From an optimization exercise on the open Yosys and OpenROAD flow, aimed at small area; shortcuts taken in it are not production practice. Function was checked by simulation only, so behaviour that the tests miss may differ from the original. Power is estimated from default activity; no workload was simulated.

==> flow/design.v <==
module gimli_permutation_core #(
  parameter int NUMBER_OF_ROUNDS = 24
) (
  input  logic         clk,
  input  logic         rst,
  input  logic [383:0] din_state,
  input  logic         din_valid,
  output logic         din_ready,
  output logic [383:0] dout_state,
  output logic         dout_valid,
  input  logic         dout_ready,
  output logic         busy
);
  localparam logic [31:0] RC_BASE = 32'h9e377900;
  logic       r_run, r_done;
  logic [6:0] r_cnt;           
  wire        w_idle  = ~r_run & ~r_done;
  wire  [4:0] w_round = r_cnt[6:2];
  wire  [1:0] w_col   = r_cnt[1:0];
  wire        w_last  = (r_cnt == 7'd4);    
  logic [3:0][31:0] r_x, r_y, r_z;
  logic [31:0] w_ox, w_oy, w_oz, w_xw, w_px, w_py;
  assign w_px = {r_x[3][7:0], r_x[3][31:8]};
  assign w_py = {r_y[3][22:0], r_y[3][31:23]};
  assign w_oz = w_px ^ (r_z[3] << 1) ^ ((w_py & r_z[3]) << 2);
  assign w_oy = w_py ^ w_px ^ ((w_px | r_z[3]) << 1);
  assign w_ox = r_z[3] ^ w_py ^ ((w_px & w_py) << 3);
  wire w_rc = (w_round[1:0] == 2'b00) && (w_col == 2'd1);
  assign w_xw = w_ox ^ ({32{w_rc}} & (RC_BASE | {27'd0, w_round}));
  wire w_sm = r_run & (w_round[1:0] == 2'b00) & ~w_col[0];   
  wire w_bg = r_run & (w_round[1:0] == 2'b10) & ~w_col[1];   
  wire w_x0_sh = r_run & ~w_sm & ~w_bg;
  wire w_x0_h  = r_done | w_sm | w_bg;
  wire w_x1_h  = r_done | w_bg;
  wire w_x2_sh = r_run & ~w_bg;
  always_ff @(posedge clk or posedge rst) begin
    if (rst) begin
      r_run  <= 1'b0;
      r_done <= 1'b0;
    end else begin
      if (w_idle) r_run <= din_valid;
      else if (r_run && w_last) begin
        r_run  <= 1'b0;
        r_done <= 1'b1;
      end else if (r_done && dout_ready) r_done <= 1'b0;
    end
  end
  always_ff @(posedge clk) begin
    if (w_idle) r_cnt <= {5'(NUMBER_OF_ROUNDS), 2'd3};
    else if (r_run) r_cnt <= r_cnt - 7'd1;
  end
  always_ff @(posedge clk) begin
    r_x[0] <= ({32{w_idle}} & din_state[0 +: 32]) | ({32{w_x0_sh}} & w_xw)
            | ({32{w_x0_h}} & r_x[0]);
    r_x[1] <= ({32{w_idle}} & din_state[32 +: 32]) | ({32{w_x0_sh}} & r_x[0])
            | ({32{w_sm}} & w_xw) | ({32{w_x1_h}} & r_x[1]);
    r_x[2] <= ({32{w_idle}} & din_state[64 +: 32]) | ({32{w_x2_sh}} & r_x[1])
            | ({32{w_bg}} & w_xw) | ({32{r_done}} & r_x[2]);
    r_x[3] <= ({32{w_idle}} & din_state[96 +: 32]) | ({32{r_run}} & r_x[2])
            | ({32{r_done}} & r_x[3]);
  end
  for (genvar k = 0; k < 4; k++) begin : g_yz
    wire [31:0] w_yn = (k == 0) ? w_oy : r_y[(k+3)%4];
    wire [31:0] w_zn = (k == 0) ? w_oz : r_z[(k+3)%4];
    always_ff @(posedge clk) begin
      r_y[k] <= ({32{w_idle}} & din_state[32*(k+4) +: 32])
              | ({32{r_run}}  & w_yn)
              | ({32{r_done}} & r_y[k]);
      r_z[k] <= ({32{w_idle}} & din_state[32*(k+8) +: 32])
              | ({32{r_run}}  & w_zn)
              | ({32{r_done}} & r_z[k]);
    end
    assign dout_state[32*k +: 32]     = r_x[k];
    assign dout_state[32*(k+4) +: 32] = r_y[k];
    assign dout_state[32*(k+8) +: 32] = r_z[k];
  end
  assign din_ready  = w_idle;
  assign busy       = r_run;
  assign dout_valid = r_done;
endmodule
clock: 5.0 ns
lec_check: 0
cap_margin: 5
core_area: 2 2 458 78
die_area: 0 0 460 80
place_density: 0.8
slew_margin: 5
standard.sh (not shown) runs the stock make flow with config.mk's settings and CLKGATE_MAP_FILE= SYNTH_SCRIPT=/design/flow/synth_recipe.tcl, a recipe that flattens the netlist after the stock synthesis.
==> flow/flow/run.sh <==
#!/bin/bash
# The standard layout with three changes:
#  - synthesis is ORFS's own, but its ABC step maps for area (flow/abc_map.script);
#    yosys and the flip-flop mapping are unchanged, so the registers are the same;
#  - the port buffers use the smallest buffer cell;
#  - clock tree: clkbuf_8 leaf clusters of up to 14 sinks, no dummy loads.
set -euo pipefail
here=$PWD
rm -rf "$here/orfs_scripts"
cp -r "$FLOW_HOME/scripts" "$here/orfs_scripts"
cp "$here/flow/abc_map.script" "$here/orfs_scripts/abc_speed.script"
SCRIPTS_DIR="$here/orfs_scripts" bash standard.sh synth > synth_stage.log 2>&1
export BUFFER_PORTS_ARGS="-buffer_cell sky130_fd_sc_hd__buf_1"
export CTS_ARGS="-sink_clustering_enable -repair_clock_nets -buf_list sky130_fd_sc_hd__clkbuf_8 -dont_use_dummy_load -sink_clustering_size 14 -sink_clustering_max_diameter 30"
bash standard.sh > layout_stages.log 2>&1
==> flow/flow/abc_map.script <==
strash
dch
amap
topo
The starting point finished with timing, DRC and antenna clean.
Next try:
--- a/flow/flow/run.sh
+++ b/flow/flow/run.sh
@@ -6 +6 @@
-#  - clock tree: clkbuf_8 leaf clusters of up to 14 sinks, no dummy loads.
+#  - clock tree: clkbuf_8 leaf clusters of up to 12 sinks, no dummy loads.
@@ -14 +14 @@
-export CTS_ARGS="-sink_clustering_enable -repair_clock_nets -buf_list sky130_fd_sc_hd__clkbuf_8 -dont_use_dummy_load -sink_clustering_size 14 -sink_clustering_max_diameter 30"
+export CTS_ARGS="-sink_clustering_enable -repair_clock_nets -buf_list sky130_fd_sc_hd__clkbuf_8 -dont_use_dummy_load -sink_clustering_size 12 -sink_clustering_max_diameter 30"
--- a/flow/config.mk
+++ b/flow/config.mk
@@ -8,5 +8,5 @@
-export CAP_MARGIN = 5
-export CORE_AREA = 2 2 458 78
-export DIE_AREA = 0 0 460 80
-export PLACE_DENSITY = 0.8
-export SLEW_MARGIN = 5
+export CAP_MARGIN = 10
+export CORE_AREA = 2 2 458 118
+export DIE_AREA = 0 0 460 120
+export PLACE_DENSITY = 0.6
+export SLEW_MARGIN = 10
Result: Clock skew increases by 0.0048 ns. Sequential power decreases by about 1%. Wire length decreases by 0.93%. Area after synthesis does not change. Fmax increases by 11%. Setup slack improved by 0.39 ns. Combinational power decreases by 2.4%. Sequential cell count stays the same. Total power decreases by 0.78%. Non-clock buffer count increases by 5. Sequential share of layout area decreases by 0.90 points.
Next try:
==> flow/flow/run.sh (replaced) <==
#!/bin/bash
set -euo pipefail
export BUFFER_PORTS_ARGS="-buffer_cell sky130_fd_sc_hd__buf_1"
bash standard.sh > standard_flow.log 2>&1
--- a/flow/config.mk
+++ b/flow/config.mk
@@ -8,5 +8,6 @@
-export CAP_MARGIN = 10
-export CORE_AREA = 2 2 458 118
-export DIE_AREA = 0 0 460 120
-export PLACE_DENSITY = 0.6
-export SLEW_MARGIN = 10
+export CAP_MARGIN = 20
+export CORE_AREA = 2 2 458 78
+export CTS_BUF_LIST = sky130_fd_sc_hd__clkbuf_4
+export DIE_AREA = 0 0 460 80
+export PLACE_DENSITY = 0.65
+export SLEW_MARGIN = 20
removed: flow/flow/abc_map.script
The new run produced a clean layout.
Worst hold slack gains 0.12 ns.
Area after synthesis is higher by 8.2%.
Utilization is higher by 24 points.
Cell count is higher by 4.3%.
Sequential share of layout area is lower by 1.4 points.
Setup slack loses 0.27 ns.
Non-clock buffer count is higher by 8.
Total power is higher by 18%.
Cell area is higher by 3.8%.
Global-route usage is higher by 16 points.
Combinational power is higher by 29%.
Next try:
==> flow/flow/run.sh (replaced) <==
#!/bin/bash
# The standard layout with three changes:
#  - synthesis is ORFS's own, but its ABC step maps for area (flow/abc_map.script);
#    yosys and the flip-flop mapping are unchanged, so the registers are the same;
#  - the port buffers use the smallest buffer cell;
#  - clock tree: clkbuf_8 leaf clusters of up to 14 sinks, no dummy loads.
set -euo pipefail
here=$PWD
rm -rf "$here/orfs_scripts"
cp -r "$FLOW_HOME/scripts" "$here/orfs_scripts"
cp "$here/flow/abc_map.script" "$here/orfs_scripts/abc_speed.script"
SCRIPTS_DIR="$here/orfs_scripts" bash standard.sh synth > synth_stage.log 2>&1
export BUFFER_PORTS_ARGS="-buffer_cell sky130_fd_sc_hd__buf_1"
export CTS_ARGS="-sink_clustering_enable -repair_clock_nets -buf_list sky130_fd_sc_hd__clkbuf_8 -dont_use_dummy_load -sink_clustering_size 14 -sink_clustering_max_diameter 30"
bash standard.sh > layout_stages.log 2>&1
==> flow/flow/abc_map.script (new file) <==
strash
dch
amap
topo
--- a/flow/config.mk
+++ b/flow/config.mk
@@ -10 +9,0 @@
-export CTS_BUF_LIST = sky130_fd_sc_hd__clkbuf_4
@@ -12 +11 @@
-export PLACE_DENSITY = 0.65
+export PLACE_DENSITY = 0.8
Cell count fell by 12%.
Global-route usage fell by 3.2 points.
Sequential cell count does not change.
Die area is unchanged.
Count of clock-buffer cells in the layout fell by 76.
Synthesized cell count fell by 21%.
Synthesized area fell by 7.6%.
Design area fell by 5.9%.
Wire length fell by 4.7%.
Maximum frequency fell by 3.8%.
Hold slack is worse by 0.083 ns.
Next try:
--- a/flow/flow/run.sh
+++ b/flow/flow/run.sh
@@ -6 +6 @@
-#  - clock tree: clkbuf_8 leaf clusters of up to 14 sinks, no dummy loads.
+#  - clock tree: clkbuf_8 leaf clusters of up to 12 sinks, no dummy loads.
@@ -14 +14 @@
-export CTS_ARGS="-sink_clustering_enable -repair_clock_nets -buf_list sky130_fd_sc_hd__clkbuf_8 -dont_use_dummy_load -sink_clustering_size 14 -sink_clustering_max_diameter 30"
+export CTS_ARGS="-sink_clustering_enable -repair_clock_nets -buf_list sky130_fd_sc_hd__clkbuf_8 -dont_use_dummy_load -sink_clustering_size 12 -sink_clustering_max_diameter 30"
--- a/flow/config.mk
+++ b/flow/config.mk
@@ -11 +11 @@
-export PLACE_DENSITY = 0.8
+export PLACE_DENSITY = 0.65
=> The changed run ran to the end with no violations. Utilization went up by 0.27 points. Design area went up slightly. Clock-buffer cell count went up by 4.
Next try:
--- a/flow/flow/run.sh
+++ b/flow/flow/run.sh
@@ -6 +6 @@
-#  - clock tree: clkbuf_8 leaf clusters of up to 12 sinks, no dummy loads.
+#  - clock tree: clkbuf_8 leaf clusters of up to 14 sinks, no dummy loads.
@@ -14 +14 @@
-export CTS_ARGS="-sink_clustering_enable -repair_clock_nets -buf_list sky130_fd_sc_hd__clkbuf_8 -dont_use_dummy_load -sink_clustering_size 12 -sink_clustering_max_diameter 30"
+export CTS_ARGS="-sink_clustering_enable -repair_clock_nets -buf_list sky130_fd_sc_hd__clkbuf_8 -dont_use_dummy_load -sink_clustering_size 14 -sink_clustering_max_diameter 30"
Effect:
- non-clock buffer count came out higher by 1
- synthesized area does not change
- setup slack improves by 0.062 ns
- design area stays flat
- combinational power stays flat

[separate check: timing with driven ports]
How much do the figures lean on ideal ports? The routed layouts below were timed once more, with nothing changed but the port constraints. Step 1 sets driving cells, clkbuf_16 on the clock port and buf_2 on the other inputs (assumed; they add their load-dependent delay and slew). Step 2 adds t to the input delays and takes it off the output delays; t is the mean of the earliest and latest rising clock arrival at the registers after step 1. Input paths then give back, and output paths get back, about the clock's delay inside the block. Three values: no drivers, after step 1, after step 2; two values: the first two.
run | t, ns | slack for setup (ns) | latest minus earliest clock arrival (ns) | worst slew at a driven data input, ns
the first run | 0.638 | 1.096 / 1.096 / 1.096 | 0.067 / 0.068 | 0.11
the second run | 0.662 | 1.486 / 1.430 / 1.794 | 0.079 / 0.078 | 0.10
the third run | 0.898 | 1.217 / 1.160 / 2.026 | 0.083 / 0.083 | 0.10
the fourth run | 0.639 | 1.068 / 1.068 / 1.068 | 0.064 / 0.064 | 0.11
the fifth run | 0.662 | 1.182 / 1.182 / 1.182 | 0.054 / 0.054 | 0.13
the sixth run | 0.662 | 1.243 / 1.243 / 1.243 | 0.064 / 0.063 | 0.12
After both steps setup and hold are still met in every run listed.
